From an optimization exercise on the open Yosys and OpenROAD flow, aimed at small area; shortcuts taken in it are not production practice.
The RTL was checked by simulation tests, not by an equivalence proof against the original design.
Power and IR drop assume default switching activity. The clock port is modelled as an ideal driver; clocking choices that lean on that would not hold on a real chip.

==> design.v <==
module sprite_loader (
   input  logic       clk,
   input  logic       reset,
   input  logic [7:0] rx_data,
   input  logic       rx_valid,
   output logic       rx_ready,
   input  logic       vblank,
   input  logic [7:0] rd_addr,
   output logic [7:0] rd_bits,
   output logic       busy,
   output logic       done,
   output logic       err,
   output logic [4:0] loaded_mask
);
   localparam logic [7:0] SYNC_BYTE = 8'hA5;
   localparam logic [7:0] MAX_INDEX = 8'd4;
   localparam int         NGRP      = 40;      
   localparam logic [5:0] DONE_AT   = 6'd46;   
   localparam logic [1:0] S_HUNT  = 2'd0;
   localparam logic [1:0] S_INDEX = 2'd1;
   localparam logic [1:0] S_DATA  = 2'd2;
   localparam logic [1:0] S_CHECK = 2'd3;
   logic [1:0]  st;
   logic        pend;        
   logic        armed;       
   logic [5:0]  cnt;         
   logic [2:0]  index;
   logic        ins_run;     
   logic        ins_done;    
   logic [5:0]  phase;       
   logic [31:0] ring  [0:NGRP-1];
   logic [7:0]  lane0 [0:7];
   logic [7:0]  lane1 [0:7];
   logic [7:0]  lane2 [0:7];
   logic [7:0]  lane3 [0:7];
   logic [7:0] xor_sum;
   logic accept, acc_idx, acc_data, acc_chk;
   logic idx_ok, sum_ok, frame_good, go, ins, done_set;
   logic [3:0] lane_we;
   assign rx_ready = ~pend;
   assign busy     = (st != S_HUNT) | pend;
   assign accept   = rx_valid & ~pend;
   assign acc_idx  = accept & (st == S_INDEX);
   assign acc_data = accept & (st == S_DATA);
   assign acc_chk  = accept & (st == S_CHECK);
   assign idx_ok   = (rx_data <= MAX_INDEX);
   assign sum_ok     = (rx_data == xor_sum);
   assign frame_good = acc_chk & sum_ok;
   assign go       = (pend & (armed | vblank)) | (frame_good & vblank);
   assign ins      = ins_run | (go & ~ins_done & (phase == {index, 3'b000}));
   assign done_set = armed & (cnt == DONE_AT);
   always_ff @(posedge clk or posedge reset) begin
      if (reset) begin
         st          <= S_HUNT;
         pend        <= 1'b0;
         armed       <= 1'b0;
         ins_run     <= 1'b0;
         ins_done    <= 1'b0;
         done        <= 1'b0;
         err         <= 1'b0;
         loaded_mask <= '0;
      end else begin
         done    <= done_set;
         err     <= (acc_idx & ~idx_ok)
                    | (acc_chk & ~sum_ok)
                    ;
         ins_run <= ins & (phase[2:0] != 3'd7);
         if (ins & (phase[2:0] == 3'd7)) ins_done <= 1'b1;
         if (accept) begin
            case (st)
               S_HUNT:  if (rx_data == SYNC_BYTE) st <= S_INDEX;
               S_INDEX: st <= idx_ok ? S_DATA : S_HUNT;
               S_DATA:  if (cnt[4:0] == 5'd31) st <= S_CHECK;
               default: st <= S_HUNT;
            endcase
         end
         if (frame_good) pend <= 1'b1;
         if (go) armed <= 1'b1;
         if (done_set) begin
            pend        <= 1'b0;
            armed       <= 1'b0;
            ins_done    <= 1'b0;
            loaded_mask <= loaded_mask | (5'd1 << index);
         end
      end
   end
   always_ff @(posedge clk) begin
      if (acc_idx & idx_ok) begin
         index <= rx_data[2:0];
         cnt   <= '0;
      end else if (acc_data) begin
         cnt   <= cnt + 6'd1;
      end else if (go & ~armed) begin
         cnt   <= 6'd1;
      end else if (armed) begin
         cnt   <= cnt + 6'd1;
      end
   end
   always_ff @(posedge clk) begin
      if (acc_idx) begin
         xor_sum <= '0;
      end else if (acc_data) begin
         xor_sum <= xor_sum ^ rx_data;
      end
   end
   always_ff @(posedge clk) begin
      phase <= (phase >= 6'(NGRP - 1)) ? 6'd0 : phase + 6'd1;
   end
   always_comb begin
      for (int l = 0; l < 4; l++) lane_we[l] = ins | (acc_data & (cnt[1:0] == 2'(l)));
   end
   logic [63:0] lane_q [0:3];
   logic [63:0] lane_d [0:3];
   logic [3:0]  lane_wen;
   assign lane_wen = ~lane_we;
   assign lane_q[0] = {lane0[7], lane0[6], lane0[5], lane0[4], lane0[3], lane0[2], lane0[1], lane0[0]};
   assign lane_q[1] = {lane1[7], lane1[6], lane1[5], lane1[4], lane1[3], lane1[2], lane1[1], lane1[0]};
   assign lane_q[2] = {lane2[7], lane2[6], lane2[5], lane2[4], lane2[3], lane2[2], lane2[1], lane2[0]};
   assign lane_q[3] = {lane3[7], lane3[6], lane3[5], lane3[4], lane3[3], lane3[2], lane3[1], lane3[0]};
   for (genvar l = 0; l < 4; l++) begin : g_lane
      sl_ao22 #(.W(64)) u_hold (
         .a  ({lane_q[l][55:0], rx_data}),
         .sa (lane_we[l]),
         .b  (lane_q[l]),
         .sb (lane_wen[l]),
         .y  (lane_d[l])
      );
   end
   always_ff @(posedge clk) begin
      for (int n = 0; n < 8; n++) begin
         lane0[n] <= lane_d[0][8*n +: 8];
         lane1[n] <= lane_d[1][8*n +: 8];
         lane2[n] <= lane_d[2][8*n +: 8];
         lane3[n] <= lane_d[3][8*n +: 8];
      end
   end
   logic [31:0] ring_in;
   sl_ao22 #(.W(32)) u_entry (
      .a  ({lane3[7], lane2[7], lane1[7], lane0[7]}),
      .sa (ins),
      .b  (ring[0]),
      .sb (~ins),
      .y  (ring_in)
   );
   always_ff @(posedge clk) begin
      for (int p = 0; p < NGRP - 1; p++) ring[p] <= ring[p+1];
      ring[NGRP-1] <= ring_in;
   end
   logic [31:0] col;
   logic [2:0]  kk;
   logic        bor;
   logic [2:0]  hs;           
   logic [7:0]  ksel;
   logic [4:0]  hsel;
   logic [NGRP-1:0] sel;
   assign kk  = rd_addr[4:2] - phase[2:0];
   assign bor = rd_addr[4:2] < phase[2:0];
   assign hs  = phase[5:3] + {2'b00, bor};
   logic [4:0] idec;
   always_comb begin
      for (int k = 0; k < 8; k++) ksel[k] = (kk == 3'(k));
      for (int i = 0; i < 5; i++) idec[i] = (rd_addr[7:5] == 3'(i));
      case (hs)
         3'd0:    hsel = idec;
         3'd1:    hsel = {idec[0], idec[4:1]};
         3'd2:    hsel = {idec[1:0], idec[4:2]};
         3'd3:    hsel = {idec[2:0], idec[4:3]};
         3'd4:    hsel = {idec[3:0], idec[4]};
         default: hsel = idec;
      endcase
      for (int p = 0; p < NGRP; p++) sel[p] = hsel[p / 8] & ksel[p % 8];
   end
   logic [31:0] t [0:13];
   for (genvar j = 0; j < 12; j++) begin : g_aoi3
      sl_aoi222 #(.W(32)) u_aoi (
         .a (ring[3*j]),   .sa (sel[3*j]),
         .b (ring[3*j+1]), .sb (sel[3*j+1]),
         .c (ring[3*j+2]), .sc (sel[3*j+2]),
         .y (t[j])
      );
   end
   for (genvar j = 0; j < 2; j++) begin : g_aoi2
      sl_aoi22 #(.W(32)) u_aoi (
         .a (ring[36+2*j]),   .sa (sel[36+2*j]),
         .b (ring[36+2*j+1]), .sb (sel[36+2*j+1]),
         .y (t[12+j])
      );
   end
   logic [31:0] u [0:3];
   for (genvar j = 0; j < 3; j++) begin : g_nand
      sl_nand4 #(.W(32)) u_nand (.a (t[4*j]), .b (t[4*j+1]), .c (t[4*j+2]), .d (t[4*j+3]), .y (u[j]));
   end
   assign u[3] = ~(t[12] & t[13]);
   assign col  = u[0] | u[1] | u[2] | u[3];
   always_comb begin
      case (rd_addr[1:0])
         2'd0:    rd_bits = col[7:0];
         2'd1:    rd_bits = col[15:8];
         2'd2:    rd_bits = col[23:16];
         default: rd_bits = col[31:24];
      endcase
   end
endmodule
module sl_ao22 #(parameter int W = 8) (
   input  logic [W-1:0] a,
   input  logic         sa,
   input  logic [W-1:0] b,
   input  logic         sb,
   output logic [W-1:0] y
);
   assign y = (a & {W{sa}}) | (b & {W{sb}});
endmodule
module sl_aoi22 #(parameter int W = 8) (
   input  logic [W-1:0] a,
   input  logic         sa,
   input  logic [W-1:0] b,
   input  logic         sb,
   output logic [W-1:0] y
);
   assign y = ~((a & {W{sa}}) | (b & {W{sb}}));
endmodule
module sl_aoi222 #(parameter int W = 8) (
   input  logic [W-1:0] a,
   input  logic         sa,
   input  logic [W-1:0] b,
   input  logic         sb,
   input  logic [W-1:0] c,
   input  logic         sc,
   output logic [W-1:0] y
);
   assign y = ~((a & {W{sa}}) | (b & {W{sb}}) | (c & {W{sc}}));
endmodule
module sl_nand4 #(parameter int W = 8) (
   input  logic [W-1:0] a,
   input  logic [W-1:0] b,
   input  logic [W-1:0] c,
   input  logic [W-1:0] d,
   output logic [W-1:0] y
);
   assign y = ~(a & b & c & d);
endmodule
==> flow/run.sh <==
#!/bin/bash
# The standard layout, with plain buffers (instead of the default choice) on the ports.
set -e
echo 'export BUFFER_PORTS_ARGS = -buffer_cell sky130_fd_sc_hd__buf_1' >> config.mk
bash standard.sh > standard.log 2>&1
==> standard.sh <==
#!/bin/bash
# synth_recipe.tcl (not shown) runs the flow's synth.tcl, then flattens the netlist and writes it again
# the make line also repeats each setting of config.mk as NAME=value (left out here)
make -C /OpenROAD-flow-scripts/flow DESIGN_CONFIG=/design/flow/config.mk WORK_HOME=/design/flow/orfs CLKGATE_MAP_FILE= SYNTH_SCRIPT=/design/flow/synth_recipe.tcl "${@:-finish}"
==> config.mk <==
export PLATFORM = sky130hd
export DESIGN_NAME = sprite_loader
export DESIGN_NICKNAME = sprite_loader
export VERILOG_FILES = /design/flow/design.v
export SDC_FILE = /design/flow/constraint.sdc
export NUM_CORES = 4
export LEC_CHECK = 0
export CAP_MARGIN = 20
export CORE_MARGIN = 2
export CORE_UTILIZATION = 70
export CTS_CLUSTER_DIAMETER = 80
export CTS_CLUSTER_SIZE = 32
export PLACE_DENSITY = 0.8
export SLEW_MARGIN = 20
export SYNTH_HIERARCHICAL = 1
export SYNTH_MINIMUM_KEEP_SIZE = 0
export BUFFER_PORTS_ARGS = -buffer_cell sky130_fd_sc_hd__buf_1
==> constraint.sdc <==
create_clock -name core_clock -period 10.0 [get_ports {clk}]
set_input_delay 2.0000 -clock core_clock [delete_from_list [all_inputs] [get_ports {clk}]]
set_output_delay 2.0000 -clock core_clock [all_outputs]
set_load 0.01 [all_outputs]
==> flow_summary.toml, run 1 <==
[outcome]
outcome = "timing/DRC/antenna clean"

[place]
portBuffers = 36
globalplace.congestion = 0.999
dp_hpwl_mm = 62.6
dp_slack_ns = 0.786

[die]
core_area_um2 = 61400
initial_core_util_pct = 70.3
die_area_um2 = 63700
fp-row-count = 91
design.portCount = 37
die_w_um = 252
fp.dieH_um = 252

[worst_setup_path]
cp_max_fo = 17
cp_slowest_cell = "nor2_2"
endpoint_kind = "output port"
startpoint = "rd_addr[4]"
r2r_start = "phase[3]"
critPathMaxStageDelay_ns = 0.78
setup.worst_path.class = "input port to output port"
cp-start-kind = "input port"
cp_data_required_time_ns = 8.00
path_buf_inv = 3
crit_cells = 19
critPathTopFamily = "simple AND/OR/NAND/NOR gates"
worstPathArrival_ns = 7.40
path_cells = "buf_1 > ha_1 > nand3b_2 > and3_4 > ha_1 > nand2_1 > nor3_1 > nor3b_1 > nor4_1 > o22a_2 > nor2_2 > buf_4 > a222oi_1 > nand4_1 > nor4b_1 > nand3_1 > a21oi_1 > nor3_1 > buf_1"
rr_worst_depth = 10

[global_routing]
overflow = 0
grt_usage_pct = 29.3
first_global_vias = 24400
grt_pass1_wl_mm = 144
antenna_found_initial = 2
grt_max_degree = 66

[final_layout]
antennaDiodeCount = 0
regArea_um2 = 31600
drive_gt1_share_pct = 6.63
utilization_pct = 72.4
multi_input_area_um2 = 9820
fillers = 3858
area_growth_pct = 2.99
nets = 2956

[clocking]
clkSinkCount = 1572
cts_tree = "yes"
hold_buffers = 0
post_cts_resized = 0
clk_pin_slew_ns = 0.11
cts.path.max_buffers = 3
cts_htree_levels = 2
cts_setup_buffers = 0
cts-root-buf = "clkbuf_16"
clk_latency_ns = 0.67
cts_inserted_buffers = 55

[synthesis]
netlist_top_cells_area = "dfxtp_1 72%, a222oi_1 8.9%, a22o_1 5.5%"
yosys_warnings = 23
synth_nets = 3012
synth_flop_cell = "dfxtp_1"
async_reset_ff_share_pct = 0.827
synth-edff-count = 3
netlist_area_um2 = 43200
synth_area_per_cell_um2 = 14.5
synth-seq-area-share_pct = 73.1
netlist_top_cells_count = "1556 x dfxtp_1, 384 x a222oi_1, 270 x a22o_1, 141 x buf_6, 107 x nand4_1"
synth.distinct_cells = 66
synth-seq-cells = 1572
synth_top_area_share_pct = 72.2
yosysTopAreaCell = "dfxtp_1"
syn_inst = 2979
post-synth-top-count-cell = "dfxtp_1"

[sta]
slew_headroom_pct = 30.4
worst_slew_pin_slew_ns = 1.04
finalClockSkew_ns = 0.0228
drv_slew = 0
period_needed_ns = 9.40
finalSetupViolations = 0
finalHoldViolCount = 0
fmax_mhz = 106
rsz0062_at_grt = "false"
tns_ns = 0
post-route-period-util_pct = 94.0
setup_slack_ns = 0.604

[worst_hold_path]
hp-class = "flop to flop"
holdPathStages = 0
min_from = "ring[13][0]"

[route]
wl_mm = 95.8
wl_per_cell_um = 25.8
drtIter0Drc = 4055
first_pass_iters = 10
route.detailed.drc = 0
vias_per_cell = 6.87
dr_total_vias = 25500
ant_nets = 0

[power_and_ir_drop]
pwr_density_cell_nw_per_um2 = 210
leakage_nw = 16.4
ir_drop_mv = 0.190

[job]
drv_cap = 0
==> report_power, final <==
part / internal [mW] / switching, mW
Sequential: 6.30 / 0.0368
Clock: 1.04 / 1.75
Combinational: 0.0806 / 0.147
==> sequential cells by signal, indices dropped and copies added, names as in the netlist <==
name         cells
cnt              6
lane3           64
armed            1
ins_run          1
pend             1
phase            6
ring          1280
ins_done         1
err              1
lane0           64
lane1           64
loaded_mask      5
st               2
done             1
xor_sum          8
lane2           64
index            3
==> kinds of logic (layout without fill, tap and decap cells) <==
group	after synthesis	count (layout)	synth area share, %
mux	2	2	0.0464
fa+ha+maj	13	13	0.394
buf+inv	216	165	4.47
flops	1572	1572	73.1
simple gates	348	348	4.34
xor+xnor	29	29	0.589
compound gates	799	799	17.0
==> final timing paths <==
check                              end  slack [ns]
max in group asynchronous        armed        8.36
hold / removal             ring[12][0]        0.34
hold reg to reg            ring[12][0]        0.34
min in group asynchronous          err        1.31
setup reg to reg           lane1[7][7]        5.84
setup / recovery            rd_bits[3]        0.60
==> stage by stage <==
| step | std cells | total power, mW | hold slack, ns | area (um^2) |
|---|---|---|---|---|
| 5_1_grt | 3718 | 9.63 | 0.357 | 44400 |
| 2_1_floorplan | 2979 | 6.62 | 0.330 | 43200 |
| 3_3_place_gp | 3656 | 6.69 | 0.332 | 43000 |
| 3_5_place_dp | 3656 | 6.70 | 0.335 | 43000 |
| 6_report | 3718 | 9.35 | 0.336 | 44400 |
| 4_1_cts | 3718 | 9.38 | 0.350 | 44400 |
==> cell usage in the layout, fill, tap and decap left out, types with 3 or more instances in the layout <==
| cell | synthesis | routed |
|---|---|---|
| inv_2 | 1 | 3 |
| a211oi_1 | 6 | 6 |
| a22o_1 | 270 | 270 |
| buf_1 | 1 | 36 |
| nor2_1 | 81 | 41 |
| dfxtp_1 | 1556 | 1556 |
| nor2b_1 | 10 | 10 |
| xnor2_1 | 5 | 5 |
| a31oi_1 | 3 | 3 |
| o21ai_0 | 7 | 7 |
| or3_1 | 3 | 3 |
| a22o_2 | 18 | 18 |
| a31o_2 | 3 | 3 |
| nand2_1 | 35 | 35 |
| a21oi_4 | 0 | 4 |
| nor3_1 | 31 | 30 |
| nor2_2 | 0 | 38 |
| nand4b_1 | 7 | 7 |
| a21o_1 | 3 | 3 |
| nand4_1 | 107 | 107 |
| nor4_1 | 23 | 23 |
| nand3_1 | 27 | 27 |
| edfxtp_1 | 3 | 3 |
| a222oi_1 | 384 | 384 |
| buf_4 | 0 | 48 |
| nor3b_1 | 3 | 3 |
| a21oi_1 | 19 | 15 |
| inv_1 | 17 | 13 |
| ha_1 | 12 | 12 |
| a22oi_1 | 64 | 64 |
| nand2b_1 | 4 | 4 |
| xor2_1 | 24 | 24 |
| clkbuf_16 | 0 | 57 |
| dfrtp_1 | 13 | 13 |
==> cell type report <==
type	instances	share of cell area (%)
clock inverter	4	0.124
tap	790	2.22
timing repair buffer	85	1.16
multi-input combinational	1191	22.1
inverter	18	0.152
sequential	1572	71.0
clock buffer	58	3.22
==> per-layer routing <==
metal / track usage [%] / up-vias / wire length, um
met5: 0 / - / 27
met4: 6.91 / 4 / 1980
met3: 7.30 / 133 / 9640
met2: 44.0 / 1185 / 42000
met1: 42.9 / 12700 / 42100
li1: - / 11500 / -
==> run 2: changes to the inputs <==
--- a/config.mk
+++ b/config.mk
@@ -10,6 +10,7 @@
 export CORE_UTILIZATION = 70
 export CTS_CLUSTER_DIAMETER = 80
 export CTS_CLUSTER_SIZE = 32
+export GPL_TIMING_DRIVEN = 0
 export PLACE_DENSITY = 0.8
 export SLEW_MARGIN = 20
 export SYNTH_HIERARCHICAL = 1
==> flow_summary.toml, run 2 <==
[clocking]
clkSinkCount = 1572
hold_buffers = 0
post_cts_resized = 0
cts_setup_buffers = 0
cts-root-buf = "clkbuf_16"
cts.path.max_buffers = 3
cts_inserted_buffers = 55
cts_tree = "yes"
cts_htree_levels = 2
clk_pin_slew_ns = 0.12
clk_latency_ns = 0.68

[sta]
drv_slew = 0
rsz0062_at_grt = "false"
worst_slew_pin_slew_ns = 1.13
post-route-period-util_pct = 93.9
period_needed_ns = 9.39
finalSetupViolations = 0
tns_ns = 0
finalHoldViolCount = 0
slew_headroom_pct = 24.5
finalClockSkew_ns = 0.0215
fmax_mhz = 106

[synthesis]
synth-seq-area-share_pct = 73.1
synth.distinct_cells = 66
synth_flop_cell = "dfxtp_1"
synth_nets = 3012
yosys_warnings = 23
yosysTopAreaCell = "dfxtp_1"
synth-edff-count = 3
async_reset_ff_share_pct = 0.827
netlist_top_cells_count = "1556 x dfxtp_1, 384 x a222oi_1, 270 x a22o_1, 141 x buf_6, 107 x nand4_1"
netlist_top_cells_area = "dfxtp_1 72%, a222oi_1 8.9%, a22o_1 5.5%"
synth-seq-cells = 1572
syn_inst = 2979
post-synth-top-count-cell = "dfxtp_1"
synth_top_area_share_pct = 72.2
netlist_area_um2 = 43200
synth_area_per_cell_um2 = 14.5

[worst_setup_path]
cp_data_required_time_ns = 8.00
path_cells = "buf_1 > ha_1 > a21oi_2 > and3_4 > buf_6 > ha_1 > xor2_1 > nor4b_1 > o21ai_0 > nand4_1 > o31ai_4 > nor2_1 > buf_6 > a222oi_1 > nand4_1 > nor3_1 > nand4b_1 > a21oi_1 > nor3_1 > buf_1"
cp-start-kind = "input port"
cp_slowest_cell = "a21oi_1"
path_buf_inv = 4
endpoint_kind = "output port"
setup.worst_path.class = "input port to output port"
worstPathArrival_ns = 7.39
critPathMaxStageDelay_ns = 0.57
critPathTopFamily = "compound AO/OA/AOI/OAI gates"
cp_max_fo = 10

[final_layout]
nets = 3104
area_growth_pct = 6.10
final_common_cell = "dfxtp_1"
fin_cells = 3868
antennaDiodeCount = 0
fillers = 3829
largest_register = "ring"
final_cell_mix = "1556 x dfxtp_1, 384 x a222oi_1, 270 x a22o_1, 141 x buf_6, 107 x nand4_1"
fin_area_um2 = 45800
utilization_pct = 74.6
drive_gt1_share_pct = 9.32
largest_reg_flops = 1280

[global_routing]
grt_pass1_wl_mm = 145
overflow = 0
antenna_found_initial = 0
first_global_vias = 24900
grt_usage_pct = 29.5
grt_max_degree = 34

[die]
die_w_um = 252
design.portCount = 37
fp-row-count = 91
core_area_um2 = 61400
fp.dieH_um = 252
die_area_um2 = 63700
initial_core_util_pct = 70.3

[power_and_ir_drop]
pwr_density_cell_nw_per_um2 = 205
comb_power_share_pct = 2.4
p_switching_mw = 1.93
leakage_nw = 17.3
p_int_mw = 7.45
swShare_pct = 20.6
ir_drop_mv = 0.156
pwr-share-seq_pct = 67.6
pwr-share-clk_pct = 30.0

[place]
globalplace.congestion = 0.914
dp_cells = 3804
dp_hpwl_mm = 67.6
portBuffers = 35
placed_area_um2 = 44300

[job]
drv_cap = 0

[route]
wl_mm = 95.4
route.detailed.drc = 0
dr_total_vias = 25600
ant_nets = 0
first_pass_iters = 8
vias_per_cell = 6.63
wl_per_cell_um = 24.7
drtIter0Drc = 3411

[worst_hold_path]
hp-class = "flop to flop"

[outcome]
outcome = "timing/DRC/antenna clean"
-- run 2: cell types whose count changed in the layout (fill, tap and decap cells not counted), sizes merged --
| cell | change |
|---|---|
| buf | +137 |
| bufinv | +1 |
| clkbuf | +12 |
| clkinv | -1 |
| inv | +1 |
-- run 2: logic make-up after synthesis --
kind of cell / count (synthesis) / synth area share, %
buffers and inverters: 216 / 4.47
XOR/XNOR: 29 / 0.589
AND/OR/NAND/NOR: 348 / 4.34
AO/OA/AOI/OAI: 799 / 17.0
multiplexers: 2 / 0.0464
flip-flops: 1572 / 73.1
adder cells (fa/ha/maj): 13 / 0.394
-- run 2: worst paths after layout --
check	cells after the start	start	slack (ns)	to
hold reg to reg	0	ring[39][23]	0.35	ring[38][23]
max in group asynchronous	2	reset	8.34	err
min in group asynchronous	2	reset	1.32	loaded_mask[4]
hold / removal	0	ring[39][23]	0.35	ring[38][23]
setup reg to reg	10	phase[1]	6.48	lane3[1][5]
setup / recovery	20	rd_addr[4]	0.61	rd_bits[4]
-- run 2: metrics by stage --
stage | total power, mW | hold slack, ns | setup slack, ns
after CTS | 9.41 | 0.351 | 0.763
after detailed placement | 6.70 | 0.335 | 0.774
after floorplan | 6.62 | 0.330 | 2.50
after global placement | 6.69 | 0.332 | 0.937
after global routing | 9.65 | 0.359 | 0.420
final | 9.38 | 0.345 | 0.609
-- run 2: worst reg2reg max path: stages (launching register included) --
cell	delay, ns
dfxtp_1	0.33
inv_1	0.15
ha_1	0.17
or3b_1	0.34
nor4_1	0.42
nand2_1	0.17
o41ai_4	0.92
a21oi_1	0.32
buf_6	0.26
buf_6	0.15
a22o_1	0.20
-- run 2: final cells by class --
| cell class | instances | area [um^2] | area share [%] |
|---|---|---|---|
| clock buffer | 59 | 1430 | 3.13 |
| sequential | 1572 | 31600 | 68.9 |
| multi-input combinational | 1191 | 9660 | 21.1 |
| timing repair buffer | 35 | 131 | 0.287 |
| tap | 790 | 988 | 2.16 |
| buffer | 198 | 1860 | 4.06 |
| inverter | 18 | 67.6 | 0.148 |
| clock inverter | 5 | 80.1 | 0.175 |
-- run 2: layer usage --
layer | wire length [um] | share of wire (%) | vias to the layer above | track usage [%]
li1 | - | - | 11800 | -
met1 | 42400 | 44 | 12800 | 43.0
met2 | 43100 | 45 | 967 | 46.3
met3 | 7400 | 7.8 | 121 | 4.41
met4 | 2510 | 2.6 | 0 | 8.18
met5 | 0 | 0 | - | 0
-- run 2: power groups by stage --
stage          clock network [mW]  logic [mW]  registers, mW
6_report                     2.82       0.228           6.34
2_1_floorplan                   0       0.147           6.48
5_1_grt                      3.06       0.247           6.35
4_1_cts                      2.85       0.225           6.34
3_3_place_gp                    0       0.217           6.48
3_5_place_dp                    0       0.225           6.48
==> run 3: changes to the inputs <==
--- a/config.mk
+++ b/config.mk
@@ -5,14 +5,13 @@
 export SDC_FILE = /design/flow/constraint.sdc
 export NUM_CORES = 4
 export LEC_CHECK = 0
-export CAP_MARGIN = 20
+export CAP_MARGIN = 5
 export CORE_MARGIN = 2
 export CORE_UTILIZATION = 70
 export CTS_CLUSTER_DIAMETER = 80
 export CTS_CLUSTER_SIZE = 32
-export GPL_TIMING_DRIVEN = 0
 export PLACE_DENSITY = 0.8
-export SLEW_MARGIN = 20
+export SLEW_MARGIN = 5
 export SYNTH_HIERARCHICAL = 1
 export SYNTH_MINIMUM_KEEP_SIZE = 0
 export BUFFER_PORTS_ARGS = -buffer_cell sky130_fd_sc_hd__buf_1
==> flow_summary.toml, run 3 <==
[outcome]
outcome = "timing/DRC/antenna clean"

[clocking]
clk_pin_slew_ns = 0.11
clkSinkCount = 1572
cts-root-buf = "clkbuf_16"
post_cts_resized = 0
cts_htree_levels = 2
cts_tree = "yes"
cts_inserted_buffers = 55
cts.path.max_buffers = 3
hold_buffers = 0
clk_latency_ns = 0.67
cts_setup_buffers = 0

[synthesis]
synth.distinct_cells = 66
netlist_top_cells_area = "dfxtp_1 72%, a222oi_1 8.9%, a22o_1 5.5%"
syn_inst = 2979
netlist_top_cells_count = "1556 x dfxtp_1, 384 x a222oi_1, 270 x a22o_1, 141 x buf_6, 107 x nand4_1"
post-synth-top-count-cell = "dfxtp_1"
yosysTopAreaCell = "dfxtp_1"
yosys_warnings = 23
synth-seq-area-share_pct = 73.1
synth_flop_cell = "dfxtp_1"
synth_area_per_cell_um2 = 14.5
netlist_area_um2 = 43200
async_reset_ff_share_pct = 0.827
synth_nets = 3012
synth_top_area_share_pct = 72.2
synth-seq-cells = 1572
synth-edff-count = 3

[power_and_ir_drop]
ir_drop_mv = 0.190
leakage_nw = 16.4
pwr_density_cell_nw_per_um2 = 210

[final_layout]
nets = 2956
drive_gt1_share_pct = 6.63
antennaDiodeCount = 0
multi_input_area_um2 = 9820
final_cell_mix = "1556 x dfxtp_1, 384 x a222oi_1, 270 x a22o_1, 107 x nand4_1, 64 x a22oi_1"
largest_register = "ring"
largest_reg_flops = 1280
fillers = 3858
area_growth_pct = 2.99
regArea_um2 = 31600
utilization_pct = 72.4
final_common_cell = "dfxtp_1"

[sta]
slew_headroom_pct = 30.4
fmax_mhz = 106
finalHoldViolCount = 0
finalClockSkew_ns = 0.0228
holdWs_ns = 0.336
finalSetupViolations = 0
period_needed_ns = 9.40
tns_ns = 0
post-route-period-util_pct = 94.0
drv_slew = 0
setup_slack_ns = 0.604
worst_slew_pin_slew_ns = 1.04
rsz0062_at_grt = "false"

[place]
portBuffers = 36
dp_slack_ns = 0.786
dp_hpwl_mm = 62.6
globalplace.congestion = 0.999

[die]
initial_core_util_pct = 70.3
fp-row-count = 91
core_area_um2 = 61400
design.portCount = 37
fp.dieH_um = 252
die_w_um = 252
die_area_um2 = 63700

[global_routing]
grt.met2_usage_pct = 44.0
first_global_vias = 24400
grt_usage_pct = 29.3
overflow = 0
grt_max_degree = 66
grt-busiest-layer = "met2"
grt_pass1_wl_mm = 144
antenna_found_initial = 2
grt_use_met3_pct = 7.30
grtUsageMet1_pct = 42.9

[route]
route.detailed.drc = 0
ant_nets = 0
first_pass_iters = 10
vias_per_cell = 6.87
wl_mm = 95.8
wl_per_cell_um = 25.8
drtIter0Drc = 4055
dr_total_vias = 25500

[worst_setup_path]
cp_data_required_time_ns = 8.00
cp-start-kind = "input port"
worstPathArrival_ns = 7.40
rr_worst_depth = 10
endpoint_kind = "output port"
setup.worst_path.class = "input port to output port"
cp_max_fo = 17

[worst_hold_path]
holdPathStages = 0
hp-class = "flop to flop"

[job]
drv_cap = 0
run 3: worst max-delay path: stages:
cell,delay [ns]
buf_1,0.08
ha_1,0.42
nand3b_2,0.14
and3_4,0.22
ha_1,0.61
nand2_1,0.13
nor3_1,0.23
nor3b_1,0.23
nor4_1,0.09
o22a_2,0.36
nor2_2,0.78
buf_4,0.40
a222oi_1,0.17
nand4_1,0.28
nor4b_1,0.10
nand3_1,0.10
a21oi_1,0.06
nor3_1,0.74
buf_1,0.23
run 3: metal layers:
metal | part of all wire, % | routed length, um
met1 | 44 | 42100
met2 | 44 | 42000
met3 | 10 | 9640
met4 | 2.1 | 1980
met5 | 0.028 | 27
run 3: final cells by class:
class / instances / share of cell area, %
Clock inverter: 4 / 0.124
Timing Repair Buffer: 85 / 1.16
Multi-Input combinational cell: 1191 / 22.1
Tap cell: 790 / 2.22
Inverter: 18 / 0.152
Clock buffer: 58 / 3.22
Sequential cell: 1572 / 71.0
run 3: worst paths after layout:
kind | from | endpoint | slack, ns
max | rd_addr[4] | rd_bits[3] | 0.60
min | ring[13][0] | ring[12][0] | 0.34
max reg2reg | phase[3] | lane1[7][7] | 5.84
min reg2reg | ring[13][0] | ring[12][0] | 0.34
max in group asynchronous | reset | armed | 8.36
min in group asynchronous | reset | err | 1.31
run 3: logic make-up (layout without fill, tap and decap cells):
logic type | after synthesis | after routing | synth area share [%]
AOI/OAI and AO/OA | 799 | 799 | 17.0
xor gates and xnor gates | 29 | 29 | 0.589
adders and majority gates | 13 | 13 | 0.394
buffers and inverters | 216 | 165 | 4.47
DFF | 1572 | 1572 | 73.1
muxes | 2 | 2 | 0.0464
and+or+nand+nor | 348 | 348 | 4.34
run 3: per-stage QoR:
step / instances / cell area [um^2] / power (mW)
after floorplan: 2979 / 43200 / 6.62
after global placement: 3656 / 43000 / 6.69
after detailed placement: 3656 / 43000 / 6.70
after CTS: 3718 / 44400 / 9.38
after global routing: 3718 / 44400 / 9.63
final: 3718 / 44400 / 9.35
run 3: power by group:
group	internal, mW	switching, mW	leakage, nW
registers	6.30	0.0368	12.7
clock network	1.04	1.75	0.732
logic	0.0806	0.147	2.96

## separate check: timing with driven ports
The flow's constraints put no driver on any port. The routed layouts listed below were extracted and timed again, unchanged, in two steps.
Step 1 assumes that a clkbuf_16 drives the clock port and a buf_2 every other input.
Step 2 moves the port delays by t, midway between the first and last clock arrival at a register: inputs arrive t later, outputs are due t later. That takes back most of the time a late clock gives input paths.
Three values: ideal ports, drivers, drivers and shift; two values: the first two.
| run | t, ns | setup WS [ns] | hold WS [ns] | worst slew at a driven data input, ns | cell pins on the clock port's net |
|---|---|---|---|---|---|
| run 1 | 0.725 | 0.604 / 0.551 / 0.551 | 0.336 / 0.336 / 0.336 | 0.07 | 1 |
| run 2 | 0.731 | 0.609 / 0.556 / 0.556 | 0.345 / 0.345 / 0.345 | 0.12 | 1 |
| run 3 | 0.725 | 0.604 / 0.551 / 0.551 | 0.336 / 0.336 / 0.336 | 0.07 | 1 |
After both steps every run listed still meets setup and hold.
